Background: an optimization exercise with open tools, aiming at small area and a short achievable clock period. Do not read the settings as production practice. RTL that was checked went through simulation tests only; none was proved equivalent to the original. The RTL of run 4 was laid out without a check of its function. Power figures rest on the tool's default switching activity, not on a simulated workload.

`flow/design.v`:
```
`timescale 1ns/100ps
module spiSdCard (
   input  logic sclk,
   input  logic rstn,
   input  logic ncs,
   input  logic mosi,
   output logic miso
);
   localparam int N = 256;
   localparam logic [3:0] sHunt    = 4'd0,
                          sDir     = 4'd1,
                          sFrame   = 4'd2,
                          sStart   = 4'd3,     
                          sResp    = 4'd4,     
                          sData    = 4'd5,
                          sCrc     = 4'd6,
                          sTokHunt = 4'd7,
                          sWrData  = 4'd8,
                          sWrCrc   = 4'd9,
                          sStartW  = 4'd10,    
                          sDrBusy  = 4'd11;    
   logic [3:0]             state;
   logic [10:0]            cnt;         
   logic [5:0]             idx;
   logic [7:0]             adr;         
   logic                   a8;          
   logic                   fA;          
   logic                   fB;          
   logic                   appCmd;
   logic                   wasApp;      
   logic                   initDone;
   logic [7:0]             lenm1;       
   logic                   misoN;       
   logic [6:0]             shReg;
   logic                   act;
   logic [2:0]             bitc;
   logic [7:0]             byteIx;
   logic [2:0]             sIx;
   assign act    = !ncs;
   assign bitc   = cnt[2:0];
   assign byteIx = cnt[10:3];
   assign sIx    = cnt[5:3];
   assign miso   = !misoN | ncs;
   logic       hi;           
   logic       badLen;
   logic       outOfRange;
   logic       vhsOk;
   logic [8:0] endSum;
   logic [7:0] argLo;
   assign argLo      = adr;
   assign hi         = fA | fB;
   assign endSum     = {1'b0, argLo} + {1'b0, lenm1};
   assign vhsOk      = !fB && a8;
   always_ff @(posedge sclk) begin
      badLen     <= hi | (a8 == (argLo != '0));
      outOfRange <= hi | a8 | endSum[8];
   end
   logic [7:0] r1Live;
   logic       ill, pe, ae;
   logic       kR7, kR3, kRd, wrOk;
   always_comb begin
      ill = 1'b0;
      pe  = 1'b0;
      ae  = 1'b0;
      if (wasApp)
         ill = (idx != 6'd41);
      else
         case (idx)
            6'd0, 6'd8, 6'd55, 6'd58: ;
            6'd16, 6'd17, 6'd24: begin
               if (!initDone)            ill = 1'b1;
               else if (idx == 6'd16)    pe  = badLen;
               else                      ae  = outOfRange;
            end
            default: ill = 1'b1;
         endcase
   end
   logic       rLong;        
   logic       lastQ;        
   always_ff @(posedge sclk) begin
      r1Live <= {1'b0, pe, ae, 2'b00, ill, 1'b0, !initDone};
      kR7    <= !wasApp && idx == 6'd8;
      kR3    <= !wasApp && idx == 6'd58;
      rLong  <= !wasApp && (idx == 6'd8 || idx == 6'd58);
      kRd    <= !wasApp && idx == 6'd17 && initDone && !outOfRange;
      wrOk   <= !wasApp && idx == 6'd24 && initDone && !outOfRange;
      lastQ  <= byteIx == lenm1;
   end
   logic [3:0]     ph;
   logic           h;           
   logic [2:0]     k;           
   logic           hn;          
   logic [2:0]     kn;
   logic           h1;          
   logic [2:0]     k1;
   logic [16*N/2-1:0] ring;
   logic [7:0]     g  [0:3];
   logic [7:0]     gd [0:3];
   logic [5:0]     adrInc;      
   logic [3:0]     wOn;         
   logic [5:0]     rs  [0:1];   
   logic [1:0]     tq;
   logic [1:0]     wq;          
   logic [1:0]     wS;          
   logic           wrLoad;
   logic           rdNext;
   logic [7:0]     wrByte;
   assign h  = ~ph[3];
   assign k  = ~ph[2:0];
   assign {hn, kn} = ~(ph + 4'd1);
   assign {h1, k1} = ~(ph - 4'd1);
   always_ff @(posedge sclk)
      ph <= ph + 4'd1;
   for (genvar c = 0; c < 2; c++) begin : gCls
      always_ff @(posedge sclk) begin
         rs[c] <= (2'({c[0], hn}) < adr[1:0]) ? adrInc : adr[7:2];
         wS[c] <= hn ? wOn[2*c+1] : wOn[2*c];
      end
      logic [3:0]  hiS;
      logic [15:0] loS;
      always_comb
         for (int i = 0; i < 16; i++) begin
            loS[i] = rs[c][3:0] == 4'(i);
            if (i < 4)
               hiS[i] = wS[c] && rs[c][5:4] == 2'(i);
         end
      for (genvar qq = 0; qq < N/4; qq++) begin : gRow
         localparam int Q = 2*qq + c;
         logic s;
         assign s = hiS[qq/16] & loS[qq%16];
         always_ff @(posedge sclk)
            ring[16*Q +: 16] <= {ring[16*Q +: 15], (s & wq[c]) | (!s & ring[16*Q + 15])};
      end
      always_ff @(posedge sclk) begin
         tq[c] <= ring[16*(2*rs[c] + c) + 15];
         wq[c] <= hn ? g[2*c+1][kn] : g[2*c][kn];
      end
   end
   assign wrByte = {shReg, mosi};
   assign wrLoad = rstn && act && state == sWrData && bitc == 3'd7;
   assign rdNext = rstn && act && state == sData && bitc == 3'd0;
   assign adrInc = adr[7:2] + 6'd1;
   for (genvar j = 0; j < 4; j++) begin : gBuf
      always_comb begin
         gd[j] = g[j];
         if (!wOn[j] && h1 == j[0])
            gd[j][k1] = tq[j/2];
         if (wrLoad && adr[1:0] == 2'(j))
            gd[j] = wrByte;
      end
      always_ff @(posedge sclk) begin
         g[j]    <= gd[j];
         if (wrLoad && adr[1:0] == 2'(j))
            wOn[j] <= 1'b1;
         else if (act && state == sDir)
            wOn[j] <= 1'b0;
      end
   end
   logic [7:0] curByte;
   always_comb begin
      curByte = 8'hFF;
      case (state)
         sResp:
            case (sIx)
               3'd1: curByte = r1Live;
               3'd2: curByte = kR3 ? 8'h80 : kR7 ? 8'h00 : 8'hFF;
               3'd3: curByte = kR3 ? 8'hFF : kR7 ? 8'h00 : 8'hFE;
               3'd4: curByte = kR3 ? 8'h80 : kR7 ? {7'b0, vhsOk} : 8'hFF;
               3'd5: curByte = kR3 ? 8'h00 : kR7 ? argLo : 8'hFF;
               default: ;
            endcase
         sData:   curByte = g[adr[1:0]];
         sCrc:    if (sIx[1] == 1'b0) curByte = 8'hAA;
         sDrBusy: if (sIx == 3'd0) curByte = 8'h05;
                  else if (sIx != 3'd5) curByte = 8'h00;
         default: ;
      endcase
   end
   logic decode;
   logic txOn;
   assign txOn   = state == sResp || state == sData || state == sCrc || state == sDrBusy;
   assign decode = act && state == sFrame && cnt[5:0] == 6'd46;
   always_ff @(posedge sclk) begin
      misoN <= rstn && txOn && !((bitc == 3'd0) ? curByte[7] : shReg[6]);
      if (act)
         shReg <= (bitc == 3'd0 && state != sWrData) ? curByte[6:0] : {shReg[5:0], mosi};
   end
   always_ff @(posedge sclk) begin
      if (act)
         cnt <= cnt + 11'd1;
      if (act && state == sFrame) begin
         if (cnt < 11'd6)
            idx <= {idx[4:0], mosi};
         if (cnt < 11'd38)
            {a8, adr} <= {adr, mosi};
         if (cnt >= 11'd6 && cnt < 11'd26)
            fA <= fA | mosi;
         if (cnt >= 11'd26 && cnt < 11'd29)
            fB <= fB | mosi;
      end
      if (rdNext || wrLoad)
         adr <= adr + 8'd1;
      if (state == sResp && act && !kRd && bitc == 3'd0 && sIx == 3'd2 && wrOk)
         adr[7:2] <= adr[7:2] - 6'd1;
      if (!rstn) begin
         state    <= sHunt;
         appCmd   <= 1'b0;
         initDone <= 1'b0;
         lenm1    <= 8'd255;
      end else begin
         case (state)
            sHunt:   if (act && !mosi) state <= sDir;
            sDir:    if (act && mosi) begin
                        state <= sFrame;
                        cnt   <= '0;
                        fA    <= 1'b0;
                        fB    <= 1'b0;
                     end
            sFrame:  if (decode) begin
                        state  <= sStart;
                        appCmd <= !appCmd && idx == 6'd55;
                        wasApp <= appCmd;
                        if (appCmd && idx == 6'd41)
                           initDone <= 1'b1;
                        if (!appCmd && idx == 6'd0)
                           initDone <= 1'b0;
                        if (!appCmd && idx == 6'd16 && initDone && !badLen)
                           lenm1 <= argLo - 8'd1;
                     end
            sStart:  begin
                        state <= sResp;
                        cnt   <= '0;
                     end
            sResp:   if (act) begin
                        if (kRd) begin
                           if (sIx == 3'd3 && bitc == 3'd7) begin
                              state <= sData;
                              cnt   <= '0;
                           end
                        end else if (bitc == 3'd0 && sIx == (rLong ? 3'd6 : 3'd2))
                           state <= wrOk ? sTokHunt : sHunt;
                     end
            sData:   if (act && bitc == 3'd7 && lastQ) begin
                        state <= sCrc;
                        cnt   <= '0;
                     end
            sCrc:    if (act && bitc == 3'd0 && sIx == 3'd2)
                        state <= sHunt;
            sTokHunt: if (act && !mosi) begin
                        state <= sWrData;
                        cnt   <= '0;
                     end
            sWrData: if (act && bitc == 3'd7 && lastQ) begin
                        state <= sWrCrc;
                        cnt   <= '0;
                     end
            sWrCrc:  if (act && cnt[3:0] == 4'd15)
                        state <= sStartW;
            sStartW: begin
                        state <= sDrBusy;
                        cnt   <= '0;
                     end
            sDrBusy: if (act && bitc == 3'd0 && sIx == 3'd5)
                        state <= sHunt;
            default: state <= sHunt;
         endcase
      end
   end
endmodule
```
`flow/constraint.sdc`:
```
create_clock -name core_clock -period 4.0 [get_ports {sclk}]
set_input_delay 0.8000 -clock core_clock [delete_from_list [all_inputs] [get_ports {sclk}]]
set_output_delay 0.8000 -clock core_clock [all_outputs]
set_load 0.01 [all_outputs]
```
`flow/config.mk`:
```
export PLATFORM = sky130hd
export DESIGN_NAME = spiSdCard
export DESIGN_NICKNAME = spiSdCard
export VERILOG_FILES = /design/flow/design.v
export SDC_FILE = /design/flow/constraint.sdc
export NUM_CORES = 4
export LEC_CHECK = 0
export CAP_MARGIN = 20
export CORE_MARGIN = 2
export CORE_UTILIZATION = 65
export CTS_BUF_LIST = sky130_fd_sc_hd__clkbuf_4 sky130_fd_sc_hd__clkbuf_8
export CTS_CLUSTER_DIAMETER = 60
export CTS_CLUSTER_SIZE = 16
export SETUP_SLACK_MARGIN = 2.2
export SLEW_MARGIN = 20
```
`flow/run.sh`:
```
#!/bin/bash
# synth_recipe.tcl (not shown) runs the flow's synth.tcl, then flattens the netlist and writes it again
# the make line also repeats each setting of config.mk as NAME=value (left out here)
make -C /OpenROAD-flow-scripts/flow DESIGN_CONFIG=/design/flow/config.mk WORK_HOME=/design/flow/orfs CLKGATE_MAP_FILE= SYNTH_SCRIPT=/design/flow/synth_recipe.tcl finish
```
==> results_dict.tcl, run 1 <==
set metrics [dict create \
    outcome "timing/DRC/antenna clean" \
    tightest_slew_ps 711 \
    synth_seq_cells 2169 \
    tns_ps 0 \
    viasPerCell 4.96 \
    avgSynthCellArea_um2 15.8 \
    hp-class "reg2reg" \
    finalPower_uw 33600 \
    cp-end-kind "output pin" \
    p_per_area_nw_per_um2 575 \
    grt_pass1_wl_um 129000 \
    fp.dieH_um 285 \
    synthesis.nets 3280 \
    fp-row-count 103 \
    period_needed_ps 2190 \
    maxSlewHeadroom_pct 52.6 \
    rsz0062_at_grt "yes" \
    wirelength_um 83300 \
    cts_num_sinks 2169 \
    p_leak_uw 0.0228 \
    switching_share_pct 21.5 \
    async_flop_share_pct 0 \
    fin_util_pct 74.2 \
    grt_max_degree 65 \
    firstDrtPassIters 5 \
    io_buffer_count 4 \
    drcViolationCount 0 \
    synth_top_area_share_pct 82.4 \
    cts_root_buf "clkbuf_8" \
    num-nets-final 3556 \
    setup_viol 0 \
    syn-cell-area_um2 51400 \
    core_area_um2 78600 \
    worstPathArrival_ps 1390 \
    initial_utilization_pct 65.3 \
    ant_nets 0 \
    routedWlPerCell_um 18.1 \
    cp-startpoint "ncs" \
    hpwl_um 50200 \
    ir_drop_v 0.000543 \
    fmax_mhz 457 \
    overflow 0 \
    worst-setup-path-type "in2out" \
    maxCapViolations 0 \
    cp_common_cell "buf_6" \
    ys_top_cells_by_area "dfxtp_1 (82%), edfxtp_1 (3.2%), mux2_2 (2.8%)" \
    r2r-end "state[2]" \
    crit_chain "dlygate4sd2_1 > buf_6 > inv_12 > nand2_4 > buf_6" \
    switchingPower_uw 7210 \
    drv_slew 0 \
    final_area_um2 58300 \
    critPathMaxStageDelay_ps 250 \
    via_count 22800 \
    crit_fanout 2 \
    internal_power_uw 26300 \
    numCtsBuffers 156 \
    yosys.area.top_type "dfxtp_1" \
    ctsHtreeMaxLevel 4 \
    r2r_cells 10 \
    p_seq_share_pct 65.4 \
    synth_edf_count 55 \
    yosys_most_used_dff "dfxtp_1" \
    die_w_um 285 \
    die_area_um2 81300 \
    yosys_warnings 4 \
    reg2reg_setup_slack_ps 1890 \
    ys_seq_area_share_pct 85.6 \
    critPathRequiredTime_ps 3200 \
    endpoint "miso" \
    clk_pin_slew_ps 100 \
    r2r-start "cnt[0]" \
    area_growth_pct 13.6 \
    pin_count 5 \
    cts_buffer_depth 3 \
    finalHoldViolations 0 \
    finalCritPeriodShare_pct 54.7 \
    grt_usage_pct 20.6 \
    cts_tree "done" \
    drive_gt1_share_pct 22.0 \
    combPwrFrac_pct 4.5 \
    routabilityCongestion 0.820 \
    postPlaceCellArea_um2 52800 \
    clkPwrFrac_pct 30.1 \
    synthCells 3251 \
    finClkSkew_ps 59.6 \
    first_iter_violations 1201 \
    antenna_found_initial 2 \
    crit_path_top_delay_cell "dlygate4sd2_1" \
    fillers 4706 \
    grt_pass1_vias 23300 \
    yosysUniqueCellTypes 77 \
    clock_latency_ps 850 \
    crit_path_start_kind "input port" \
]
==> area by class of cell <==
cell class / instances / area, um2 / share of cell area, %
Sequential cell: 2169 / 44100 / 75.5
Clock inverter: 20 / 308 / 0.528
Timing Repair Buffer: 196 / 1980 / 3.39
Clock buffer: 163 / 2220 / 3.80
Inverter: 27 / 133 / 0.227
Antenna cell: 6 / 15.0 / 0.0257
Tap cell: 1050 / 1310 / 2.25
Multi-Input combinational cell: 977 / 8320 / 14.3
==> power by group through the flow <==
stage	sequential, uW	combinational (uW)	clock [uW]
final	22000	1510	10100
after CTS	21900	1340	10400
after global routing	22000	1630	11200
after floorplan	22300	724	0
after detailed placement	22500	789	0
after global placement	22500	785	0
==> synthesized netlist by cell type (27+ instances only) <==
| master | n |
|---|---|
| o21ai_0 | 32 |
| mux2i_1 | 31 |
| edfxtp_1 | 55 |
| mux4_2 | 34 |
| a21oi_1 | 90 |
| nor3_1 | 27 |
| xnor2_1 | 30 |
| dfxtp_1 | 2114 |
| nand2_1 | 175 |
| nor2_1 | 148 |
| clkbuf_1 | 57 |
| mux2_2 | 129 |
==> cells by family (layout without fill, tap and decap cells) <==
group           after synthesis  count (layout)  synth area share, %
flops                      2169            2169                 85.6
simple gates                485             489                 4.44
compound gates              223             224                 2.77
mux                         197             197                 4.99
buf+inv                     110             406                0.870
xor+xnor                     42              42                0.716
fa+ha+maj                    25              25                0.609
other cells                   0               6                    0
==> sequential cells by signal (all words and copies together), names as in the netlist, 6 cells and up <==
name,flops
ring,2048
g,32
rs,12
cnt,11
adr,8
lenm1,8
shReg,7
idx,6
==> worst max-delay path: cells and delay by family <==
| kind | cells | cell delay, ps |
|---|---|---|
| and+or+nand+nor | 1 | 40 |
| buffers and inverters | 4 | 540 |
==> placed cells by master, fill, tap and decap left out, types with 10 or more instances in the layout <==
master,synthesis,routed
dfxtp_1,2114,2089
a21oi_2,1,29
clkbuf_8,0,159
xor2_1,12,10
a211oi_1,13,10
mux4_2,34,34
ha_4,0,11
nand2_1,175,160
ha_1,25,14
mux2_2,129,129
inv_1,25,17
nand3_1,17,13
o21ai_0,32,18
nand2b_1,25,19
a31oi_1,12,11
nor2_1,148,110
buf_12,0,14
a221oi_2,0,10
a22o_1,11,11
nor2b_1,21,16
xnor2_1,30,29
nor2_4,1,21
a21oi_1,90,59
dfxtp_4,0,20
buf_4,1,118
mux2i_1,31,31
buf_6,2,50
nor3_1,27,14
nor2_2,0,18
edfxtp_1,55,55
==> worst min path at each step <==
stage	startpoint	to	slack (ps)	cells after the start
final	ring[1510]	ring[1511]	280	0
after global routing	ring[1447]	ring[1448]	290	0
after CTS	ring[1510]	ring[1511]	260	0
after detailed placement	ring[1502]	ring[1503]	310	0
after global placement	ring[488]	ring[489]	310	0
after floorplan	ring[999]	ring[1000]	310	0
==> through the flow <==
stage / hold slack (ps) / instances / setup WS [ps]
3_3_place_gp: 309 / 4239 / 735
4_1_cts: 261 / 4543 / 1720
6_report: 277 / 4608 / 1810
5_1_grt: 290 / 4607 / 1750
2_1_floorplan: 310 / 3251 / 1710
3_5_place_dp: 312 / 4239 / 751
==> what timing repair did <==
item	in CTS	in global routing
pin swaps	60	54
cloned	10	0
setup endpoints to repair	276	165
setup buffers	111	59
resized for setup	219	131
hold buffers	0	0
==> layer usage <==
| layer | vias up | track usage, % | share of wire (%) |
|---|---|---|---|
| li1 | 11200 | - | - |
| met1 | 11100 | 28.3 | 47 |
| met2 | 421 | 32.9 | 47 |
| met3 | 163 | 3.34 | 3.5 |
| met4 | 0 | 8.40 | 3.0 |
| met5 | - | 0 | 0 |
==> run 2: changes to the inputs <==
--- a/flow/config.mk
+++ b/flow/config.mk
@@ -6,4 +6,5 @@
 export NUM_CORES = 4
 export LEC_CHECK = 0
+export ABC_AREA = 1
 export CAP_MARGIN = 20
 export CORE_MARGIN = 2
@@ -12,4 +13,4 @@
 export CTS_CLUSTER_DIAMETER = 60
 export CTS_CLUSTER_SIZE = 16
-export SETUP_SLACK_MARGIN = 2.2
+export SETUP_SLACK_MARGIN = 2.0
 export SLEW_MARGIN = 20
==> run 2 against run 1 <==
  * Still clean on timing, DRC and antenna
  * Final cell count up 8.5%
  * Synthesized cell count increased by 17%
  * Area after synthesis up 0.97%
==> results_dict.tcl, run 2 <==
set metrics [dict create \
    cts_root_buf "clkbuf_8" \
    crit_chain "nand2_2 > buf_6" \
    synthTopCellsByCount "dfxtp_1 (2,114), nand2_1 (555), nor2_1 (166)" \
    highest_layer "met4" \
    die_w_um 286 \
    hp-class "reg2reg" \
    yosysMostFrequentCell "dfxtp_1" \
    fmax_mhz 463 \
    finalHoldViolations 0 \
    area_growth_pct 8.36 \
    regArea_um2 44000 \
    crit_path_start_kind "flip-flop" \
    syn-cell-area_um2 51900 \
    initial_utilization_pct 65.6 \
    synth_seq_cells 2169 \
    dp_cells 4782 \
    numCtsBuffers 158 \
    avgSynthCellArea_um2 13.7 \
    viasPerCell 5.01 \
    clk_pin_slew_ps 90 \
    synthesis.nets 3828 \
    synth_edf_count 55 \
    wl_met2_um 40000 \
    final_cells 5000 \
    wl_met3_um 4220 \
    layout_commonest_cell "dfxtp_1" \
    core_area_um2 79000 \
    cts_tree "done" \
    period_needed_ps 2160 \
    r2r_cells 4 \
    async_flop_share_pct 0 \
    ant_nets 0 \
    num-nets-final 3949 \
    antenna_found_initial 1 \
    synthCells 3799 \
    cp-end-kind "output pin" \
    hpwl_um 55700 \
    drive_gt1_share_pct 9.55 \
    io_buffer_count 4 \
    yosys.area.top_type "dfxtp_1" \
    fp.dieH_um 286 \
    outcome "timing/DRC/antenna clean" \
    top_regs "ring x2048, g x32, rs x12" \
    maxCapViolations 0 \
    routedWlPerCell_um 17.5 \
    grt_max_degree 41 \
    critPathMaxStageDelay_ps 370 \
    ys_seq_area_share_pct 84.8 \
    worstPathArrival_ps 1360 \
    via_count 25100 \
    fillers 4987 \
    grt_pass1_vias 25200 \
    tightest_slew_ps 965 \
    yosysUniqueCellTypes 52 \
    wl_met1_um 40700 \
    hold_buffers 0 \
    firstDrtPassIters 9 \
    finalCritPeriodShare_pct 54.0 \
    ctsHtreeMaxLevel 4 \
    ys_top_cells_by_area "dfxtp_1 (82%), nand2_1 (4.0%), edfxtp_1 (3.2%)" \
    whs_path_depth 0 \
    wirelength_um 87400 \
    crit_fanout 1 \
    die_area_um2 82100 \
    drcViolationCount 0 \
    drv_slew 0 \
    finClkSkew_ps 51.5 \
    maxSlewHeadroom_pct 35.6 \
    multiInputGateArea_um2 7310 \
    regMostFlops "ring" \
    grt_pass1_wl_um 137000 \
    grt_usage_pct 21.6 \
    tns_ps 0 \
    cts_buffer_depth 3 \
    routabilityCongestion 0.913 \
    cts_num_sinks 2169 \
    crit_path_top_delay_cell "dfxtp_2" \
    p_leak_uw 0.0227 \
    p_per_area_nw_per_um2 633 \
    pin_count 5 \
    setup_viol 0 \
    largest_reg_flops 2048 \
    ir_drop_v 0.000426 \
    worst-setup-path-type "reg2out" \
    critPathRequiredTime_ps 3200 \
    fp-row-count 103 \
    rsz0062_at_grt "yes" \
    yosys_most_used_dff "dfxtp_1" \
    final_cell_mix "dfxtp_1 (2,104), nand2_1 (551), clkbuf_8 (162)" \
    clock_latency_ps 840 \
    overflow 0 \
    synth_top_area_share_pct 81.6 \
    first_iter_violations 1708 \
    yosys_warnings 4 \
]
==> run 2: changes by cell type after synthesis, sizes merged, moves of 34 or more <==
cell | before | now
nand2 | 176 | 562
mux2 | 132 | 0
a31oi | 12 | 135
inv | 26 | 142
o21ai | 37 | 124
a21oi | 91 | 162
nand3 | 17 | 81
nor2 | 149 | 193
mux4 | 34 | 0
==> run 2: worst paths after layout <==
path	start	endpoint	slack [ps]
setup reg to reg	rs[0][4]	ring[608]	1990
setup / recovery	misoN	miso	1840
hold reg to reg	ring[1507]	ring[1508]	290
hold / removal	ring[1507]	ring[1508]	290
==> run 2: cells by family after synthesis <==
group / count (synthesis) / synth area share (%)
buf+inv: 237 / 1.90
xor+xnor: 26 / 0.439
simple gates: 885 / 7.27
fa+ha+maj: 25 / 0.603
compound gates: 457 / 5.00
flops: 2169 / 84.8
==> run 2: report_power, final <==
part           leakage, uW  switching, uW  internal (uW)
clock              0.00133           6350           3950
combinational      0.00375           1570            588
sequential          0.0176            531          22600
total               0.0227           8450          27100
==> run 2: final cells by class <==
class	count	area share (%)
sequential	2169	78.3
antenna	1	0.00445
inverter	151	1.08
clock buffer	164	3.99
clock inverter	25	0.623
tap	1050	2.34
multi-input combinational	1396	13.0
timing repair buffer	44	0.657
==> run 2: timing repair <==
item,4_1_cts,5_1_grt
cloned,0,3
buffers inserted,5,20
hold endpoints to repair,0,0
gates resized for setup,60,72
endpoints found under the setup margin,176,136
pin swaps,3,6
==> run 2: worst max-delay path: cells and delay by family (launching register included) <==
family | cells | cell delay (ps)
buffers and inverters | 1 | 120
DFF | 1 | 370
and+or+nand+nor | 1 | 60
==> run 2: metal layers <==
layer	global-route usage, %	vias to the layer above
met5	0	-
met1	30.0	11800
li1	-	12400
met2	34.2	722
met4	7.75	0
met3	3.99	199
==> run 2: metrics by stage <==
step	hold slack (ps)	utilization [%]	worst slack [ps]	power [uW]	area (um2)
6_report	286	71.1	1840	35600	56200
5_1_grt	289	71.1	1760	37000	56200
4_1_cts	292	70.6	1740	35700	55800
3_5_place_dp	312	67.0	1050	25500	53000
3_3_place_gp	310	67.0	1090	25500	53000
2_1_floorplan	310	-	2010	24700	51900
==> run 3: changes to the inputs <==
--- a/flow/config.mk
+++ b/flow/config.mk
@@ -6,5 +6,4 @@
 export NUM_CORES = 4
 export LEC_CHECK = 0
-export ABC_AREA = 1
 export CAP_MARGIN = 20
 export CORE_MARGIN = 2
==> run 3 against run 2 <==
  * Sequential power decreased by 5%
  * Largest power group unchanged
  * Final cell count decreased by 9.3%
  * First-iteration DRC count decreased by 37%
  * Design area increased by 1.3%
  * Critical path type is now in2out
  * Combinational power decreased by 39%
  * Clock skew decreased by 11 ps
  * Largest cell class unchanged
  * Still clean
  * Maximum frequency increased by 2.2%
  * Global-route usage decreased by 2.0 points
  * Sequential share of layout area decreased by 0.90 points
==> results_dict.tcl, run 3 <==
set metrics [dict create \
    outcome "timing/DRC/antenna clean" \
    first_iter_violations 1074 \
    synth_seq_cells 2169 \
    synth_top_family_by_area "multiplexers" \
    yosys_most_used_dff "dfxtp_1" \
    fillers 4952 \
    numCtsBuffers 156 \
    maxCapViolations 0 \
    core_area_um2 78600 \
    r2r-end "tq[0]" \
    drv_slew 0 \
    period_needed_ps 2120 \
    avgSynthCellArea_um2 15.8 \
    maxSlewHeadroom_pct 53.4 \
    critPathRequiredTime_ps 3200 \
    synth_edf_count 55 \
    dp_cells 4236 \
    yosys_warnings 4 \
    r2r_cells 7 \
    crit_fanout 9 \
    cts_tree "done" \
    finalHoldViolations 0 \
    layout_commonest_cell "dfxtp_1" \
    hold_end "cnt[0]" \
    area_growth_pct 10.8 \
    grt_pass1_wl_um 123000 \
    firstDrtPassIters 5 \
    grt_pass1_vias 22900 \
    wirelength_um 79100 \
    r2r-start "rs[0][0]" \
    clk_pin_slew_ps 90 \
    hold_slack_ps 246 \
    cp-end-kind "output pin" \
    final_cells 4535 \
    p_leak_uw 0.0224 \
    p_per_area_nw_per_um2 585 \
    top_regs "ring x2048, g x32, rs x12" \
    largest_reg_flops 2048 \
    fp-row-count 103 \
    pin_count 5 \
    grt_max_degree 65 \
    async_flop_share_pct 0 \
    antenna_found_initial 3 \
    synth-simple-area-share_pct 4.44 \
    synthMuxAreaShare_pct 4.99 \
    synth_compound_area_share_pct 2.77 \
    rsz0062_at_grt "yes" \
    setup_viol 0 \
    routedWlPerCell_um 17.5 \
    hpwl_um 48000 \
    yosys.area.top_type "dfxtp_1" \
    synth_top_area_share_pct 82.4 \
    tns_ps 0 \
    tightest_slew_ps 682 \
    io_buffer_count 4 \
    die_area_um2 81300 \
    via_count 22400 \
    synthTopCellsByCount "dfxtp_1 (2,114), nand2_1 (175), nor2_1 (148)" \
    ant_nets 0 \
    ys_seq_area_share_pct 85.6 \
    drcViolationCount 0 \
    worst-setup-path-type "in2out" \
    initial_utilization_pct 65.3 \
    finClkSkew_ps 40.9 \
    cts_num_sinks 2169 \
    grt_usage_pct 19.5 \
    yosysUniqueCellTypes 77 \
    hp-class "in2reg" \
    overflow 0 \
    routabilityCongestion 0.820 \
    fmax_mhz 473 \
    synth-xor-area-share_pct 0.716 \
    fp.dieH_um 285 \
    reg2reg_setup_slack_ps 1910 \
    final_cell_mix "dfxtp_1 (2,091), nand2_1 (162), clkbuf_8 (157)" \
    regMostFlops "ring" \
    clock_latency_ps 820 \
    viasPerCell 4.93 \
    synthesis.nets 3280 \
    worstPathArrival_ps 1320 \
    ys_top_cells_by_area "dfxtp_1 (82%), edfxtp_1 (3.2%), mux2_2 (2.8%)" \
    finalCritPeriodShare_pct 52.9 \
    min_from "ncs" \
    die_w_um 285 \
    synthCells 3251 \
    cts_root_buf "clkbuf_8" \
    drive_gt1_share_pct 17.8 \
    num-nets-final 3489 \
    yosysMostFrequentCell "dfxtp_1" \
    whs_path_depth 3 \
    ctsHtreeMaxLevel 4 \
    cts_buffer_depth 3 \
    synth_adder_area_share_pct 0.609 \
    hold_buffers 0 \
    syn-cell-area_um2 51400 \
    crit_path_start_kind "input port" \
    ir_drop_v 0.000459 \
]
## run 3: metal layers
metal | GRT usage [%] | up-vias | part of all wire [%]
li1 | - | 11000 | -
met1 | 27.3 | 10700 | 48
met2 | 30.1 | 445 | 45
met3 | 3.67 | 197 | 4.0
met4 | 8.47 | 2 | 3.4
met5 | 0 | - | 0.010
## run 3: cells by family (layout without fill, tap and decap cells)
kind of cell,after synthesis,after routing
muxes,197,197
other,0,1
xor gates and xnor gates,42,42
AOI/OAI and AO/OA,223,223
buffers and inverters,110,343
and+or+nand+nor,485,485
adders and majority gates,25,25
DFF,2169,2169
## run 3: timing repair
action / 4_1_cts / 5_1_grt
gates cloned: 3 / 2
setup endpoints to repair: 220 / 139
pin swaps: 23 / 45
setup buffers: 60 / 51
hold endpoints to repair: 0 / 0
resized for setup: 111 / 80
## run 3: area by class of cell
cell class              count  area [um2]  share of cell area, %
clock buffers             161        2190                   3.85
flip-flops and latches   2169       44000                   77.4
diodes                      1        2.50                0.00440
clock inverters            21         307                  0.539
inverters                  27         134                  0.235
multi-input cells         972        7630                   13.4
well taps                1050        1310                   2.31
repair buffers            134        1290                   2.27
## run 3: worst max-delay path by stage
| stage | from | end | slack, ps | depth (start not counted) |
|---|---|---|---|---|
| final | ncs | miso | 1880 | 5 |
| after global routing | misoN | miso | 1830 | 2 |
| after CTS | misoN | miso | 1780 | 2 |
| after detailed placement | ncs | lenm1[3] | 730 | 6 |
| after global placement | ncs | state[2] | 780 | 7 |
| after floorplan | ncs | lenm1[0] | 1710 | 6 |
## run 3: critical path, stage by stage
cell and delay [ps]:
buf_6 110, buf_6 130, clkinv_8 80, nand2_2 90
buf_6 100
## run 3: per-stage QoR
stage / util (%) / power (uW) / cell area [um2] / setup slack (ps)
floorplan: - / 23000 / 51600 / 1710
global placement: 67.0 / 23300 / 52600 / 784
detailed placement: 67.0 / 23300 / 52600 / 732
CTS: 71.4 / 33500 / 56100 / 1780
global route: 72.4 / 34500 / 56900 / 1830
finish: 72.4 / 33300 / 56900 / 1880
## run 3: where the power goes
group / total, uW / internal, uW / switching, uW
sequential: 22000 / 21800 / 196
clock: 10000 / 3840 / 6200
combinational: 1320 / 629 / 691
==> run 4: changes to the inputs <==
--- a/flow/design.v
+++ b/flow/design.v
@@ -31,5 +31,5 @@
    logic                   initDone;
    logic [7:0]             lenm1;       
-   logic                   misoN;       
+   logic                   misoReg;
    logic [6:0]             shReg;
    logic                   act;
@@ -41,5 +41,5 @@
    assign byteIx = cnt[10:3];
    assign sIx    = cnt[5:3];
-   assign miso   = !misoN | ncs;
+   assign miso   = misoReg | ncs;
    logic       hi;           
    logic       badLen;
@@ -182,5 +182,5 @@
    assign decode = act && state == sFrame && cnt[5:0] == 6'd46;
    always_ff @(posedge sclk) begin
-      misoN <= rstn && txOn && !((bitc == 3'd0) ? curByte[7] : shReg[6]);
+      misoReg <= !rstn || !txOn || ((bitc == 3'd0) ? curByte[7] : shReg[6]);
       if (act)
          shReg <= (bitc == 3'd0 && state != sWrData) ? curByte[6:0] : {shReg[5:0], mosi};
--- a/flow/config.mk
+++ b/flow/config.mk
@@ -12,4 +12,4 @@
 export CTS_CLUSTER_DIAMETER = 60
 export CTS_CLUSTER_SIZE = 16
-export SETUP_SLACK_MARGIN = 2.0
+export SETUP_SLACK_MARGIN = 1.8
 export SLEW_MARGIN = 20
==> run 4 against run 3 <==
  * First-iteration DRC count up 0.56%
  * Die area about the same
  * Critical path depth decreased by 1
  * Sequential cell count did not move
  * Design area fell by 1.9%
  * Utilization is 1.4 points lower
  * Sequential power is essentially flat
  * Via count down 1.4%
  * Largest power group unchanged
==> results_dict.tcl, run 4 <==
set metrics [dict create \
    initial_utilization_pct 65.4 \
    avgSynthCellArea_um2 15.8 \
    yosysUniqueCellTypes 75 \
    fp-row-count 103 \
    ys_top_cells_by_area "dfxtp_1 (82%), edfxtp_1 (3.2%), mux2_2 (2.9%)" \
    period_needed_ps 2310 \
    worst-setup-path-type "in2out" \
    numCtsBuffers 158 \
    grt_pass1_wl_um 123000 \
    fmax_mhz 432 \
    io_buffer_count 4 \
    grt_usage_pct 19.6 \
    antenna_found_initial 7 \
    worst-path-buf-inv 3 \
    cpLargestDelayFamily "buffers and inverters" \
    crit_fanout 11 \
    hpwl_um 49200 \
    cp_common_cell "buf_6" \
    clk_pin_slew_ps 90 \
    finalHoldViolations 0 \
    first_iter_violations 1080 \
    reg2reg_setup_slack_ps 1800 \
    hold_end "ring[1076]" \
    finClkSkew_ps 40.0 \
    synthMuxAreaShare_pct 4.99 \
    fillers 4983 \
    async_flop_share_pct 0 \
    cp-end-kind "output pin" \
    ir_drop_v 0.000403 \
    grt_max_degree 65 \
    finalPower_uw 33200 \
    p_leak_uw 0.0218 \
    synth_compound_area_share_pct 2.78 \
    pin_count 5 \
    min_from "ring[1075]" \
    cts_buffer_depth 3 \
    hold_slack_ps 305 \
    cts_tree "done" \
    worstPathArrival_ps 1510 \
    yosys.area.top_type "dfxtp_1" \
    crit_path_start_kind "input port" \
    setup_viol 0 \
    drv_slew 0 \
    synth-simple-area-share_pct 4.44 \
    largest_reg_flops 2048 \
    top_regs "ring x2048, g x32, rs x12" \
    outcome "timing/DRC/antenna clean" \
    r2r-start "ph[0]" \
    cts_root_buf "clkbuf_8" \
    rsz0062_at_grt "yes" \
    syn-cell-area_um2 51400 \
    num-nets-final 3412 \
    area_growth_pct 8.61 \
    clock_latency_ps 820 \
    r2r-end "rs[1][4]" \
    synth_seq_cells 2169 \
    yosys_warnings 4 \
    gr-usage-met1_pct 28.0 \
    maxSlewHeadroom_pct 41.8 \
    die_area_um2 81300 \
    synthesis.nets 3280 \
    crit_chain "clkbuf_4 > buf_6 > or2_4 > buf_6" \
    p_per_area_nw_per_um2 594 \
    fp.dieH_um 285 \
    synth_top_area_share_pct 82.3 \
    whs_path_depth 0 \
    ctsHtreeMaxLevel 4 \
    top_usage_layer "met2" \
    routedWlPerCell_um 17.6 \
    synth_adder_area_share_pct 0.609 \
    die_w_um 285 \
    tightest_slew_ps 865 \
    via_count 22100 \
    yosysMostFrequentCell "dfxtp_1" \
    ys_seq_area_share_pct 85.5 \
    regMostFlops "ring" \
    grt_pass1_vias 22300 \
    grt_util_met3_pct 4.41 \
    synth_edf_count 55 \
    viasPerCell 4.94 \
    hp-class "reg2reg" \
    layout_commonest_cell "dfxtp_1" \
    core_area_um2 78600 \
    drcViolationCount 0 \
    grt_util_met2_pct 29.2 \
    final_cell_mix "dfxtp_1 (2,097), nand2_1 (167), clkbuf_8 (161)" \
    tns_ps 0 \
    crit_path_top_delay_cell "or2_4" \
    routabilityCongestion 0.831 \
    finalCritPeriodShare_pct 57.8 \
    synth_top_family_by_area "multiplexers" \
    firstDrtPassIters 7 \
    cts_num_sinks 2169 \
    hold_buffers 0 \
    wirelength_um 78500 \
    maxCapViolations 0 \
    synth-xor-area-share_pct 0.716 \
    critPathMaxStageDelay_ps 240 \
    ant_nets 0 \
    yosys_most_used_dff "dfxtp_1" \
    drive_gt1_share_pct 14.3 \
    r2r_cells 7 \
    synthCells 3251 \
    overflow 0 \
    synthTopCellsByCount "dfxtp_1 (2,114), nand2_1 (169), nor2_1 (148)" \
    critPathRequiredTime_ps 3200 \
]
[run 4: cell count changes after synthesis, moves of 2 or more]
| cell | delta |
|---|---|
| a21oi_1 | -2 |
| clkbuf_1 | -2 |
| o21ai_1 | -2 |
| nand2_2 | +3 |
| mux2_2 | +3 |
| buf_1 | -2 |
| mux2i_1 | -2 |
| buf_6 | +4 |
| o21ai_0 | +4 |
| nand2_1 | -6 |
| a221oi_1 | -2 |
| nor3_1 | +2 |
[run 4: metal layers]
layer / wire length, um / up-vias
li1: - / 10800
met1: 38100 / 10600
met2: 34400 / 473
met3: 3530 / 177
met4: 2540 / 4
met5: 19 / -
[run 4: what timing repair did]
| item | CTS | global route |
|---|---|---|
| setup endpoints to repair | 119 | 101 |
| gates cloned | 1 | 1 |
| pin swaps | 4 | 9 |
| setup buffers | 12 | 17 |
| gates resized for setup | 65 | 41 |
[run 4: area by class of cell]
cell class / instances / area (um2) / area share, %
Tap cell: 1050 / 1310 / 2.35
Clock inverter: 24 / 309 / 0.554
Inverter: 27 / 109 / 0.195
Multi-Input combinational cell: 972 / 7260 / 13.0
Timing Repair Buffer: 55 / 554 / 0.993
Clock buffer: 167 / 2260 / 4.05
Sequential cell: 2169 / 44000 / 78.8
Antenna cell: 1 / 2.50 / 0.00448
[run 4: worst reg2reg max path: cells and delay by family, from the launching register on]
kind                      cells  cell delay [ps]
xor gates and xnor gates      2              700
buffers and inverters         2              410
DFF                           1              330
and+or+nand+nor               3              590
[run 4: logic make-up (layout without fill, tap and decap cells)]
logic type,Yosys count,in the layout
xor gates and xnor gates,42,42
and+or+nand+nor,485,485
DFF,2169,2169
other,0,1
muxes,197,197
buffers and inverters,110,273
AOI/OAI and AO/OA,223,223
adders and majority gates,25,25
[run 4: how the worst max path moves through the flow]
| stage | start | endpoint | slack, ps | cells after the start |
|---|---|---|---|---|
| 2_1_floorplan | ncs | lenm1[0] | 1670 | 6 |
| 3_3_place_gp | ncs | lenm1[5] | 630 | 6 |
| 3_5_place_dp | ncs | lenm1[1] | 570 | 6 |
| 4_1_cts | misoReg | miso | 1610 | 2 |
| 5_1_grt | misoReg | miso | 1640 | 2 |
| 6_report | ncs | miso | 1690 | 4 |
[run 4: power by group]
group | switching [uW] | internal, uW
Sequential | 224 | 21800
Clock | 6290 | 3900
Combinational | 570 | 430
[run 4: per-stage QoR]
step,setup WS [ps],util (%),area (um2),cells
6_report,1690,71.0,55800,4465
5_1_grt,1640,71.0,55800,4465
4_1_cts,1610,70.6,55500,4446
3_5_place_dp,571,66.9,52600,4242
3_3_place_gp,630,66.9,52600,4242
2_1_floorplan,1670,-,51500,3251
==> run 5: changes to the inputs <==
--- a/flow/design.v
+++ b/flow/design.v
@@ -31,6 +31,5 @@
    logic                   initDone;
    logic [7:0]             lenm1;       
-   logic                   misoReg;
-   logic [6:0]             shReg;
+   logic                   misoN;       
    logic                   act;
    logic [2:0]             bitc;
@@ -41,5 +40,5 @@
    assign byteIx = cnt[10:3];
    assign sIx    = cnt[5:3];
-   assign miso   = misoReg | ncs;
+   assign miso   = !misoN | ncs;
    logic       hi;           
    logic       badLen;
@@ -105,5 +104,6 @@
    logic           wrLoad;
    logic           rdNext;
-   logic [7:0]     wrByte;
+   logic           wrShift;     
+   logic           gOn;         
    assign h  = ~ph[3];
    assign k  = ~ph[2:0];
@@ -115,5 +115,6 @@
       always_ff @(posedge sclk) begin
          rs[c] <= (2'({c[0], hn}) < adr[1:0]) ? adrInc : adr[7:2];
-         wS[c] <= hn ? wOn[2*c+1] : wOn[2*c];
+         wS[c] <= hn ? wOn[2*c+1] && !(state == sWrData && adr[1:0] == 2'(2*c+1))
+                     : wOn[2*c]   && !(state == sWrData && adr[1:0] == 2'(2*c));
       end
       logic [3:0]  hiS;
@@ -137,15 +138,16 @@
       end
    end
-   assign wrByte = {shReg, mosi};
    assign wrLoad = rstn && act && state == sWrData && bitc == 3'd7;
-   assign rdNext = rstn && act && state == sData && bitc == 3'd0;
+   assign rdNext = rstn && act && state == sData && bitc == 3'd7;
+   assign wrShift = act && state == sWrData;
+   assign gOn    = state == sStart || state == sResp || state == sData;
    assign adrInc = adr[7:2] + 6'd1;
    for (genvar j = 0; j < 4; j++) begin : gBuf
       always_comb begin
          gd[j] = g[j];
-         if (!wOn[j] && h1 == j[0])
+         if (gOn && h1 == j[0])
             gd[j][k1] = tq[j/2];
-         if (wrLoad && adr[1:0] == 2'(j))
-            gd[j] = wrByte;
+         if (wrShift && adr[1:0] == 2'(j))
+            gd[j] = {g[j][6:0], mosi};
       end
       always_ff @(posedge sclk) begin
@@ -182,7 +184,5 @@
    assign decode = act && state == sFrame && cnt[5:0] == 6'd46;
    always_ff @(posedge sclk) begin
-      misoReg <= !rstn || !txOn || ((bitc == 3'd0) ? curByte[7] : shReg[6]);
-      if (act)
-         shReg <= (bitc == 3'd0 && state != sWrData) ? curByte[6:0] : {shReg[5:0], mosi};
+      misoN <= rstn && txOn && !curByte[~bitc];
    end
    always_ff @(posedge sclk) begin
--- a/flow/config.mk
+++ b/flow/config.mk
@@ -12,4 +12,4 @@
 export CTS_CLUSTER_DIAMETER = 60
 export CTS_CLUSTER_SIZE = 16
-export SETUP_SLACK_MARGIN = 1.8
+export SETUP_SLACK_MARGIN = 2.0
 export SLEW_MARGIN = 20
==> run 5 against run 4 <==
  * Still clean on timing, DRC and antenna
  * Via count is 0.94% higher
  * Sequential power hardly changed
  * Critical path depth is 4 higher
  * Critical path type is now reg2reg
  * Critical endpoint is now misoN
  * Highest routed layer is now met4
==> results_dict.tcl, run 5 <==
set metrics [dict create \
    outcome "timing/DRC/antenna clean" \
    viasPerCell 4.95 \
    maxSlewHeadroom_pct 42.1 \
    fp.dieH_um 284 \
    synth_top_area_share_pct 82.8 \
    fillers 4809 \
    ys_seq_area_share_pct 85.6 \
    synth_edf_count 48 \
    synthMuxAreaShare_pct 5.21 \
    setup_viol 0 \
    cts_num_sinks 2162 \
    period_needed_ps 2190 \
    pin_count 5 \
    grt_max_degree 65 \
    ant_nets 0 \
    finClkSkew_ps 68.8 \
    crit_path_top_delay_cell "edfxtp_1" \
    dp_slack_ps 718 \
    hold_end "ring[1378]" \
    synthesis.nets 3249 \
    area_growth_pct 10.5 \
    hold_buffers 0 \
    drcViolationCount 0 \
    yosys_most_used_dff "dfxtp_1" \
    layout_commonest_cell "dfxtp_1" \
    wirelength_um 79600 \
    setup_ws_ps 1810 \
    synth-xor-area-share_pct 0.686 \
    ctsHtreeMaxLevel 4 \
    die_area_um2 80900 \
    tns_ps 0 \
    die_w_um 284 \
    synthTopCellsByCount "dfxtp_1 (2,114), nand2_1 (183), mux2_2 (132)" \
    worst-setup-path-type "reg2reg" \
    critPathRequiredTime_ps 4770 \
    regArea_um2 43800 \
    io_buffer_count 4 \
    p_per_area_nw_per_um2 593 \
    r2r-start "adr[0]" \
    p_leak_uw 0.0222 \
    hp-class "reg2reg" \
    finalCritPeriodShare_pct 54.8 \
    synth_seq_cells 2162 \
    fp-row-count 102 \
    crit_chain "buf_6 > ha_4 > a222oi_1 > a21oi_1 > a22oi_1 > a21oi_1 > a311oi_1 > and4_1" \
    yosysUniqueCellTypes 72 \
    min_from "ring[1377]" \
    cpLargestDelayFamily "compound AO/OA/AOI/OAI gates" \
    cts_root_buf "clkbuf_8" \
    via_count 22300 \
    synth-simple-area-share_pct 4.55 \
    numCtsBuffers 155 \
    clk_pin_slew_ps 100 \
    drv_slew 0 \
    multiInputGateArea_um2 7530 \
    overflow 0 \
    whs_path_depth 0 \
    synthCells 3222 \
    final_area_um2 56500 \
    yosys.area.top_type "dfxtp_1" \
    cts_tree "done" \
    num-nets-final 3449 \
    synth_top_family_by_area "multiplexers" \
    yosys_warnings 4 \
    syn-cell-area_um2 51100 \
    r2r_cells 8 \
    final_cell_mix "dfxtp_1 (2,089), nand2_1 (165), clkbuf_8 (156)" \
    fmax_mhz 457 \
    hpwl_um 49000 \
    avgSynthCellArea_um2 15.9 \
    worstPathArrival_ps 2960 \
    yosysMostFrequentCell "dfxtp_1" \
    cts_buffer_depth 3 \
    cp-end-kind "flip-flop" \
    synth_adder_area_share_pct 0.563 \
    async_flop_share_pct 0 \
    grt_pass1_vias 22400 \
    critPathMaxStageDelay_ps 450 \
    worst-path-buf-inv 1 \
    grt_pass1_wl_um 124000 \
    dp_cells 4188 \
    cp_common_cell "a21oi_1" \
    grt_usage_pct 19.8 \
    final_cells 4493 \
    tightest_slew_ps 865 \
    regMostFlops "ring" \
    antenna_found_initial 2 \
    fin_util_pct 72.8 \
    maxCapViolations 0 \
    crit_path_start_kind "flip-flop" \
    first_iter_violations 1367 \
    crit_fanout 6 \
    initial_utilization_pct 65.9 \
    synth_compound_area_share_pct 2.48 \
    ys_top_cells_by_area "dfxtp_1 (83%), mux2_2 (2.9%), edfxtp_1 (2.8%)" \
    firstDrtPassIters 8 \
    clock_latency_ps 850 \
    finalHoldViolations 0 \
    drive_gt1_share_pct 18.6 \
    rsz0062_at_grt "yes" \
    ir_drop_v 0.000432 \
    r2r-end "misoN" \
    core_area_um2 77600 \
    routabilityCongestion 0.853 \
    postPlaceCellArea_um2 52300 \
    top_regs "ring x2048, g x32, rs x12" \
    reg2reg_setup_slack_ps 1810 \
    routedWlPerCell_um 17.7 \
    largest_reg_flops 2048 \
]
[run 5: cell count changes after synthesis, moves of 7 or more]
cell      before  now
nand2_1      169  183
mux4_2        34   45
inv_1         26   18
or2_2          5   14
mux2i_1       29   16
edfxtp_1      55   48
a211oi_1      14    5
nor2_1       148  130
clkbuf_1      55   77
buf_2         12    3
a22o_1        11    4
[run 5: per-stage QoR]
| stage | total power, uW | hold slack [ps] |
|---|---|---|
| after floorplan | 23100 | 310 |
| after global placement | 23500 | 309 |
| after detailed placement | 23500 | 312 |
| after CTS | 33700 | 289 |
| after global routing | 34800 | 296 |
| final | 33500 | 295 |
[run 5: kinds of logic (layout without fill, tap and decap cells)]
family	Yosys count	count (layout)
DFF	2162	2162
other	0	3
and+or+nand+nor	487	488
muxes	193	193
adders and majority gates	23	23
AOI/OAI and AO/OA	205	206
buffers and inverters	112	338
xor gates and xnor gates	40	40
[run 5: worst max path at each step]
stage / startpoint / to / slack, ps / cells after the start
final: adr[0] / misoN / 1810 / 8
after global routing: adr[1] / adr[7] / 1770 / 6
after CTS: misoN / miso / 1780 / 2
after detailed placement: ncs / state[1] / 720 / 7
after global placement: ncs / state[1] / 780 / 7
after floorplan: ncs / lenm1[5] / 1430 / 9
[run 5: layout make-up]
class	instances	share of cell area, %
antenna	3	0.0133
clock inverter	20	0.467
sequential	2162	77.6
timing repair buffer	135	2.20
multi-input combinational	950	13.3
clock buffer	165	3.92
tap	1040	2.30
inverter	18	0.146
[run 5: report_power, final]
| part | switching, uW | total (uW) | internal (uW) |
|---|---|---|---|
| Sequential | 313 | 22000 | 21700 |
| Combinational | 804 | 1520 | 715 |
| Clock | 6120 | 9950 | 3840 |
[run 5: repair_timing]
action	4_1_cts	5_1_grt
cloned	3	3
setup buffers	70	41
hold endpoints to repair	0	0
gates resized for setup	120	78
endpoints found under the setup margin	258	108
pin swaps	21	25
[run 5: metal layers]
metal  routed length, um  up-vias  GRT usage, %
met5                   0        -             0
met4                2280        0          7.86
met3                3250      162          3.64
met2               36200      471          30.7
met1               37900    10800          28.0
li1                    -    10900             -
[run 5: worst register-to-register path: stages (launching register included)]
cell and delay (ps):
edfxtp_1 450, buf_6 160, ha_4 190, a222oi_1 390, a21oi_1 150, a22oi_1 190
a21oi_1 90, a311oi_1 230, and4_1 280
==> run 6: changes to the inputs <==
--- a/flow/config.mk
+++ b/flow/config.mk
@@ -6,4 +6,5 @@
 export NUM_CORES = 4
 export LEC_CHECK = 0
+export ABC_AREA = 1
 export CAP_MARGIN = 20
 export CORE_MARGIN = 2
@@ -12,4 +13,4 @@
 export CTS_CLUSTER_DIAMETER = 60
 export CTS_CLUSTER_SIZE = 16
-export SETUP_SLACK_MARGIN = 2.0
+export SETUP_SLACK_MARGIN = 2.1
 export SLEW_MARGIN = 20
==> run 6 against run 5 <==
  * Clock skew fell by 22 ps
  * Critical path depth decreased by 6
  * Global-route usage increased by 0.57 points
  * Sequential power about the same
  * First-iteration DRC count up 34%
  * Worst hold slack improved by 13 ps
  * Total power rose by 0.69%
  * Largest power group unchanged
  * Critical endpoint is now miso
  * Via count rose by 10%
  * Area after synthesis up 0.63%
  * Highest routed layer is now met5
  * Sequential share of layout area rose by 0.47 points
==> results_dict.tcl, run 6 <==
set metrics [dict create \
    yosys_most_used_dff "dfxtp_1" \
    crit_path_top_delay_cell "dfxtp_2" \
    hold_slack_ps 308 \
    grt_max_degree 35 \
    maxSlewHeadroom_pct 50.3 \
    async_flop_share_pct 0 \
    synthTopCellsByCount "dfxtp_1 (2,114), nand2_1 (367), a21oi_1 (167)" \
    ys_seq_area_share_pct 85.1 \
    routabilityCongestion 0.919 \
    whs_path_depth 0 \
    drcViolationCount 0 \
    maxCapViolations 0 \
    hpwl_um 53800 \
    antenna_found_initial 4 \
    ys_top_cells_by_area "dfxtp_1 (82%), edfxtp_1 (2.8%), nand2_1 (2.7%)" \
    internal_power_uw 26200 \
    synth_seq_cells 2162 \
    grt_pass1_wl_um 128000 \
    cts_root_buf "clkbuf_8" \
    synthesis.nets 3686 \
    reg2reg_setup_slack_ps 2090 \
    crit_path_start_kind "flip-flop" \
    cts_tree "done" \
    synth_edf_count 48 \
    ir_drop_v 0.000427 \
    crit_chain "nand2_2 > buf_6" \
    combPwrFrac_pct 4.8 \
    numCtsBuffers 159 \
    die_w_um 285 \
    io_buffer_count 4 \
    fp-row-count 103 \
    yosys_warnings 4 \
    cp.depth 2 \
    core_area_um2 78600 \
    p_leak_uw 0.0224 \
    yosysUniqueCellTypes 51 \
    cp-end-kind "output pin" \
    p_per_area_nw_per_um2 601 \
    tns_ps 0 \
    num-nets-final 3848 \
    viasPerCell 5.01 \
    clkPwrFrac_pct 30.0 \
    endpoint "miso" \
    die_area_um2 81400 \
    switchingPower_uw 7580 \
    finalCritPeriodShare_pct 53.2 \
    firstDrtPassIters 6 \
    top_regs "ring x2048, g x32, rs x12" \
    p_seq_share_pct 65.2 \
    drv_slew 0 \
    synth_top_area_share_pct 82.3 \
    hp-class "reg2reg" \
    worst-path-buf-inv 1 \
    via_count 24600 \
    largest_reg_flops 2048 \
    routedWlPerCell_um 17.0 \
    syn-cell-area_um2 51400 \
    outcome "timing/DRC/antenna clean" \
    area_growth_pct 9.13 \
    final_cell_mix "dfxtp_1 (2,096), nand2_1 (353), clkbuf_8 (161)" \
    r2r-start "wq[0]" \
    rsz0062_at_grt "yes" \
    critPathMaxStageDelay_ps 350 \
    first_iter_violations 1835 \
    wirelength_um 83400 \
    pin_count 5 \
    cp-startpoint "misoN" \
    clock_latency_ps 830 \
    initial_utilization_pct 65.4 \
    ctsHtreeMaxLevel 4 \
    r2r-end "ring[992]" \
    drive_gt1_share_pct 11.9 \
    avgSynthCellArea_um2 14.1 \
    overflow 0 \
    cpLargestDelayFamily "flip-flops" \
    clk_pin_slew_ps 90 \
    ant_nets 0 \
    cts_buffer_depth 3 \
    period_needed_ps 2130 \
    layout_commonest_cell "dfxtp_1" \
    switching_share_pct 22.5 \
    critPathRequiredTime_ps 3200 \
    crit_fanout 1 \
    fillers 5129 \
    grt_pass1_vias 23700 \
    synthCells 3659 \
    grt_usage_pct 20.4 \
    multiInputGateArea_um2 7080 \
    fmax_mhz 470 \
    tightest_slew_ps 737 \
    finalHoldViolations 0 \
    fp.dieH_um 285 \
    cts_num_sinks 2162 \
    regArea_um2 43800 \
    r2r_cells 2 \
    worst-setup-path-type "reg2out" \
    worstPathArrival_ps 1330 \
    yosys.area.top_type "dfxtp_1" \
    setup_viol 0 \
    finClkSkew_ps 46.6 \
    yosysMostFrequentCell "dfxtp_1" \
    regMostFlops "ring" \
]
==> run 6: metrics by stage <==
step,utilization (%),setup WS [ps],power [uW],std cells,cell area [um2]
5_1_grt,71.4,1810,35000,4904,56100
3_3_place_gp,66.8,972,23800,4647,52500
6_report,71.4,1870,33700,4905,56100
4_1_cts,70.5,1750,33900,4852,55400
2_1_floorplan,-,2110,23500,3659,51400
3_5_place_dp,66.8,903,23800,4647,52500
==> run 6: timing repair <==
item	in CTS	in global routing
cloned	0	1
endpoints found under the setup margin	248	135
setup buffers	16	46
hold buffers	0	0
resized for setup	75	99
pin swaps	6	33
==> run 6: how the worst min path moves through the flow <==
stage | from | end
5_1_grt | ring[2027] | ring[2028]
3_5_place_dp | ring[1033] | ring[1034]
3_3_place_gp | ring[1317] | ring[1318]
2_1_floorplan | ring[999] | ring[1000]
4_1_cts | ring[38] | ring[39]
6_report | ring[1475] | ring[1476]
==> run 6: kinds of logic after synthesis <==
logic type	Yosys count	synth area share [%]
fa+ha+maj	23	0.560
compound gates	501	5.63
buf+inv	238	1.98
flops	2162	85.1
simple gates	707	6.25
xor+xnor	28	0.491
==> run 6: cell type report <==
| class | instances | area share, % |
|---|---|---|
| timing repair buffer | 80 | 1.23 |
| antenna | 6 | 0.0268 |
| inverter | 158 | 1.15 |
| sequential | 2162 | 78.1 |
| tap | 1050 | 2.34 |
| timing repair inverter | 1 | 0.0134 |
| clock inverter | 27 | 0.577 |
| multi-input combinational | 1259 | 12.6 |
| clock buffer | 162 | 3.96 |
==> run 6: per-layer routing <==
metal	part of all wire, %	up-vias	wire, um	global-route usage, %
met2	42	697	35500	29.5
met4	3.1	2	2570	8.17
li1	-	12100	-	-
met3	4.9	195	4050	3.65
met5	0.016	-	13	0
met1	50	11600	41300	30.6
==> run 6: power by group through the flow <==
stage,clock [uW],combinational [uW],sequential (uW)
final,10100,1620,22000
after global routing,11200,1790,22000
after CTS,10400,1440,22000
after detailed placement,0,1350,22500
after global placement,0,1350,22500
after floorplan,0,1120,22300
==> run 7: changes to the inputs <==
--- a/flow/config.mk
+++ b/flow/config.mk
@@ -13,4 +13,4 @@
 export CTS_CLUSTER_DIAMETER = 60
 export CTS_CLUSTER_SIZE = 16
-export SETUP_SLACK_MARGIN = 2.1
+export SETUP_SLACK_MARGIN = 2.0
 export SLEW_MARGIN = 20
==> run 7 against run 6 <==
  * Final cell count decreased by 0.35%
  * Worst setup slack better by 34 ps
  * Combinational power shrank 4%
  * Non-clock buffer count down 16
  * Design area is 0.41% lower
  * Global-route usage increased by 1.1 points
  * First-iteration DRC count is 9.3% lower
  * Die area is the same
  * Maximum frequency up 1.6%
  * Critical endpoint unchanged
  * Largest power group unchanged
  * Highest routed layer is now met4
==> results_dict.tcl, run 7 <==
set metrics [dict create \
    outcome "timing/DRC/antenna clean" \
    regMostFlops "ring" \
    finClkSkew_ps 54.5 \
    switchingPower_uw 7630 \
    yosysMostFrequentCell "dfxtp_1" \
    dp_slack_ps 1010 \
    grt_pass1_vias 24600 \
    hp-class "reg2reg" \
    r2r-end "g[3][2]" \
    yosys.area.top_type "dfxtp_1" \
    postPlaceCellArea_um2 52500 \
    hpwl_um 56300 \
    critPathRequiredTime_ps 3200 \
    cpLargestDelayFamily "buffers and inverters" \
    drv_slew 0 \
    p_leak_uw 0.0223 \
    yosys_warnings 4 \
    async_flop_share_pct 0 \
    maxSlewHeadroom_pct 43.0 \
    via_count 24600 \
    final_area_um2 55900 \
    finalHoldViolations 0 \
    layout_commonest_cell "dfxtp_1" \
    internal_power_uw 26200 \
    reg2reg_setup_slack_ps 2050 \
    hold_buffers 0 \
    first_iter_violations 1665 \
    cts_tree "done" \
    synth_top_area_share_pct 82.3 \
    routabilityCongestion 0.958 \
    yosysUniqueCellTypes 51 \
    fin_util_pct 71.1 \
    synthTopCellsByCount "dfxtp_1 (2,114), nand2_1 (367), a21oi_1 (167)" \
    yosys_most_used_dff "dfxtp_1" \
    die_w_um 285 \
    top_regs "ring x2048, g x32, rs x12" \
    overflow 0 \
    routedWlPerCell_um 17.8 \
    largest_reg_flops 2048 \
    fmax_mhz 477 \
    avgSynthCellArea_um2 14.1 \
    period_needed_ps 2090 \
    drive_gt1_share_pct 11.1 \
    drcViolationCount 0 \
    core_area_um2 78600 \
    clock_latency_ps 830 \
    worst-setup-path-type "in2out" \
    combPwrFrac_pct 4.6 \
    grt_pass1_wl_um 135000 \
    tightest_slew_ps 847 \
    synth_seq_cells 2162 \
    ant_nets 0 \
    clkPwrFrac_pct 30.4 \
    r2r_cells 10 \
    cts_root_buf "clkbuf_8" \
    crit_path_top_delay_cell "dlygate4sd2_1" \
    hold_slack_ps 289 \
    grt_usage_pct 21.5 \
    maxCapViolations 0 \
    synthesis.nets 3686 \
    worstPathArrival_ps 1290 \
    fp.dieH_um 285 \
    rsz0062_at_grt "yes" \
    endpoint "miso" \
    numCtsBuffers 159 \
    cp-startpoint "ncs" \
    ctsHtreeMaxLevel 4 \
    crit_path_start_kind "input port" \
    setup_ws_ps 1910 \
    viasPerCell 5.04 \
    io_buffer_count 4 \
    fillers 5055 \
    r2r-start "ph[0]" \
    setup_viol 0 \
    grt_max_degree 39 \
    crit_chain "dlygate4sd2_1 > inv_2 > nand2_2 > buf_6" \
    die_area_um2 81400 \
    pin_count 5 \
    cp-end-kind "output pin" \
    switching_share_pct 22.5 \
    cts_buffer_depth 3 \
    antenna_found_initial 5 \
    worst-path-buf-inv 3 \
    fp-row-count 103 \
    wirelength_um 87000 \
    num-nets-final 3832 \
    p_per_area_nw_per_um2 606 \
    syn-cell-area_um2 51400 \
    firstDrtPassIters 6 \
    area_growth_pct 8.68 \
    initial_utilization_pct 65.4 \
    ys_top_cells_by_area "dfxtp_1 (82%), edfxtp_1 (2.8%), nand2_1 (2.7%)" \
    synth_edf_count 48 \
    p_seq_share_pct 65.0 \
    critPathMaxStageDelay_ps 260 \
    cp.depth 4 \
    finalCritPeriodShare_pct 52.4 \
    synthCells 3659 \
    cts_num_sinks 2162 \
    clk_pin_slew_ps 90 \
    ir_drop_v 0.000462 \
    tns_ps 0 \
    whs_path_depth 0 \
    crit_fanout 2 \
    ys_seq_area_share_pct 85.1 \
    final_cell_mix "dfxtp_1 (2,097), nand2_1 (356), a21oi_1 (163)" \
]
run 7: area by class of cell:
class	count	area, um2	share of cell area [%]
diodes	1	2.50	0.00448
well taps	1050	1310	2.35
clock buffers	168	2270	4.07
flip-flops and latches	2162	43800	78.4
inverters	158	626	1.12
repair buffers	64	564	1.01
clock inverters	25	353	0.631
multi-input cells	1260	6950	12.4
run 7: worst min-delay path by stage:
stage / from / slack (ps) / endpoint
floorplan: ring[999] / 310 / ring[1000]
global placement: ring[263] / 310 / ring[264]
detailed placement: ring[1267] / 310 / ring[1268]
CTS: ring[1913] / 280 / ring[1914]
global route: ring[1913] / 300 / ring[1914]
finish: ring[1276] / 290 / ring[1277]
run 7: stage by stage:
step	power [uW]	cells
detailed placement	23900	4647
CTS	34100	4857
global placement	23900	4647
floorplan	23500	3659
finish	33800	4888
global route	35100	4888
run 7: routing by layer:
| metal | global-route usage [%] | vias up | wire [um] |
|---|---|---|---|
| li1 | - | 12100 | - |
| met1 | 31.2 | 11700 | 41900 |
| met2 | 32.6 | 727 | 38200 |
| met3 | 3.81 | 195 | 4350 |
| met4 | 8.30 | 0 | 2540 |
| met5 | 0 | - | 0 |
run 7: cell families (layout without fill, tap and decap cells):
logic type / Yosys count / count (layout) / share of synthesized area, %
buffers and inverters: 238 / 415 / 1.98
xor gates and xnor gates: 28 / 28 / 0.491
AOI/OAI and AO/OA: 501 / 501 / 5.63
adders and majority gates: 23 / 23 / 0.560
and+or+nand+nor: 707 / 708 / 6.25
other: 0 / 1 / 0
DFF: 2162 / 2162 / 85.1
run 7: power groups by stage:
stage	clock network, uW	logic (uW)	registers (uW)
finish	10300	1560	22000
global route	11400	1730	22000
CTS	10600	1460	22000
detailed placement	0	1370	22500
global placement	0	1370	22500
floorplan	0	1120	22300
run 7: worst reg2reg max path: cells and delay by family (launching register included):
family / cells / cell delay (ps)
AND/OR/NAND/NOR: 5 / 600
flip-flops: 1 / 390
adder cells (fa/ha/maj): 1 / 340
AO/OA/AOI/OAI: 2 / 250
buffers and inverters: 2 / 210
run 7: timing repair:
action	in CTS	in global routing
buffers inserted	17	29
cloned	0	1
gates resized for setup	60	59
endpoints found under the setup margin	213	107
pin swaps	7	12
==> run 8: changes to the inputs <==
==> flow/flow/run.sh (new file) <==
#!/bin/bash
set -euo pipefail
bash standard.sh "CTS_ARGS=-sink_clustering_enable -repair_clock_nets -sink_clustering_size 16 -sink_clustering_max_diameter 60 -buf_list {sky130_fd_sc_hd__clkbuf_4 sky130_fd_sc_hd__clkbuf_8} -dont_use_dummy_load" finish > flow.log 2>&1
==> flow/standard.sh (new file) <==
#!/bin/bash
# synth_recipe.tcl (not shown) runs the flow's synth.tcl, then flattens the netlist and writes it again
# the make line also repeats each setting of config.mk as NAME=value (left out here)
make -C /OpenROAD-flow-scripts/flow DESIGN_CONFIG=/design/flow/config.mk WORK_HOME=/design/flow/orfs CLKGATE_MAP_FILE= SYNTH_SCRIPT=/design/flow/synth_recipe.tcl "${@:-finish}"
removed: flow/run.sh
==> run 8 against run 7 <==
  * Routed wire length down 0.65%
  * Via count is 0.32% lower
  * Sequential power about the same
  * Clock power fell by 8%
  * Clock skew grew 70 ps
  * Sequential cell count stayed put
  * Global-route usage decreased by 0.18 points
  * Combinational power about the same
  * Still clean
==> results_dict.tcl, run 8 <==
set metrics [dict create \
    die_w_um 285 \
    wirelength_um 86500 \
    finalHoldViolations 0 \
    fillers 5125 \
    area_growth_pct 8.10 \
    outcome "timing/DRC/antenna clean" \
    fp-row-count 103 \
    maxSlewHeadroom_pct 43.4 \
    synth_seq_cells 2162 \
    synth_top_area_share_pct 82.3 \
    critPathRequiredTime_ps 3200 \
    postPlaceCellArea_um2 52500 \
    clk_pin_slew_ps 90 \
    maxCapViolations 0 \
    synth-simple-area-share_pct 6.25 \
    synth_top_family_by_area "simple AND/OR/NAND/NOR gates" \
    worst-setup-path-type "in2out" \
    tightest_slew_ps 839 \
    die_area_um2 81400 \
    synthTopCellsByCount "dfxtp_1 (2,114), nand2_1 (367), a21oi_1 (167)" \
    synth_edf_count 48 \
    cts_num_sinks 2162 \
    cts_tree "done" \
    io_buffer_count 4 \
    final_area_um2 55600 \
    cts_buffer_depth 3 \
    hp-class "reg2reg" \
    avgSynthCellArea_um2 14.1 \
    viasPerCell 5.04 \
    pin_count 5 \
    ys_seq_area_share_pct 85.1 \
    async_flop_share_pct 0 \
    numCtsBuffers 159 \
    ant_nets 0 \
    largest_reg_flops 2048 \
    drv_slew 0 \
    synth_compound_area_share_pct 5.63 \
    routabilityCongestion 0.958 \
    cp-end-kind "output pin" \
    yosys_most_used_dff "dfxtp_1" \
    synth_adder_area_share_pct 0.560 \
    regMostFlops "ring" \
    finClkSkew_ps 125 \
    grt_pass1_wl_um 133000 \
    setup_viol 0 \
    cts_root_buf "clkbuf_8" \
    overflow 0 \
    synthCells 3659 \
    clock_latency_ps 820 \
    core_area_um2 78600 \
    num-nets-final 3844 \
    p_leak_uw 0.0222 \
    grt_pass1_vias 24400 \
    r2r_cells 10 \
    yosysUniqueCellTypes 51 \
    hpwl_um 56300 \
    hold_slack_ps 243 \
    ys_top_cells_by_area "dfxtp_1 (82%), edfxtp_1 (2.8%), nand2_1 (2.7%)" \
    yosys_warnings 4 \
    drcViolationCount 0 \
    p_per_area_nw_per_um2 594 \
    firstDrtPassIters 6 \
    worstPathArrival_ps 1300 \
    rsz0062_at_grt "yes" \
    tns_ps 0 \
    routedWlPerCell_um 17.8 \
    min_from "ring[1913]" \
    grt_max_degree 39 \
    syn-cell-area_um2 51400 \
    yosysMostFrequentCell "dfxtp_1" \
    layout_commonest_cell "dfxtp_1" \
]
-- run 8: cell counts after synthesis --
No cell type changed its count.
-- run 8: critical path, stage by stage --
cell and delay (ps):
dlygate4sd2_1 260, inv_2 60, nand2_1 50, buf_2 130
-- run 8: routing by layer --
metal  GRT usage, %  vias up  part of all wire (%)
met5              0        -                     0
met4           8.19        0                   3.0
met3           3.88      223                   5.1
met2           32.2      707                    44
met1           31.0    11600                    48
li1               -    12000                     -
-- run 8: repair_timing --
action | CTS | global route
pin swaps | 10 | 13
gates resized for setup | 61 | 77
gates cloned | 0 | 2
hold buffers | 0 | 0
setup endpoints to repair | 207 | 113
buffers inserted | 23 | 34
-- run 8: power breakdown --
group          switching [uW]  internal (uW)
sequential                235          21800
combinational            1060            515
clock                    5890           3560
-- run 8: cell type report --
cell class | instances | area share (%)
inverters | 158 | 1.15
diodes | 3 | 0.0135
well taps | 1050 | 2.36
clock buffers | 159 | 3.94
multi-input cells | 1260 | 12.6
flip-flops and latches | 2162 | 78.8
repair buffers | 76 | 1.16
-- run 8: logic make-up (layout without fill, tap and decap cells) --
family,after synthesis,count (layout)
simple gates,707,708
fa+ha+maj,23,23
buf+inv,238,393
compound gates,501,501
other cells,0,3
xor+xnor,28,28
flops,2162,2162
-- run 8: how the worst max path moves through the flow --
stage / from / endpoint / slack [ps] / cells after the start
final: ncs / miso / 1900 / 4
after global routing: ncs / miso / 1860 / 4
after CTS: misoN / miso / 1780 / 2
after detailed placement: mosi / cnt[10] / 1010 / 7
after global placement: mosi / cnt[10] / 1090 / 7
after floorplan: adr[0] / g[2][0] / 2020 / 8
-- run 8: metrics by stage --
stage                     total power (uW)  cells  util (%)  setup WS [ps]
after CTS                            33200   4829      70.0           1780
final                                33000   4868      70.7           1900
after floorplan                      23500   3659         -           2020
after global routing                 34300   4866      70.7           1860
after detailed placement             23900   4647      66.8           1010
after global placement               23900   4647      66.8           1090

Re-timed with assumed drivers on the ports (clkbuf_16 on the clock, buf_2 on other inputs), run 8 has 1.881 ns of setup slack against 1.899 ns with ideal ports, and 1.309 ns once port delays also move by the mid clock arrival of 0.827 ns.
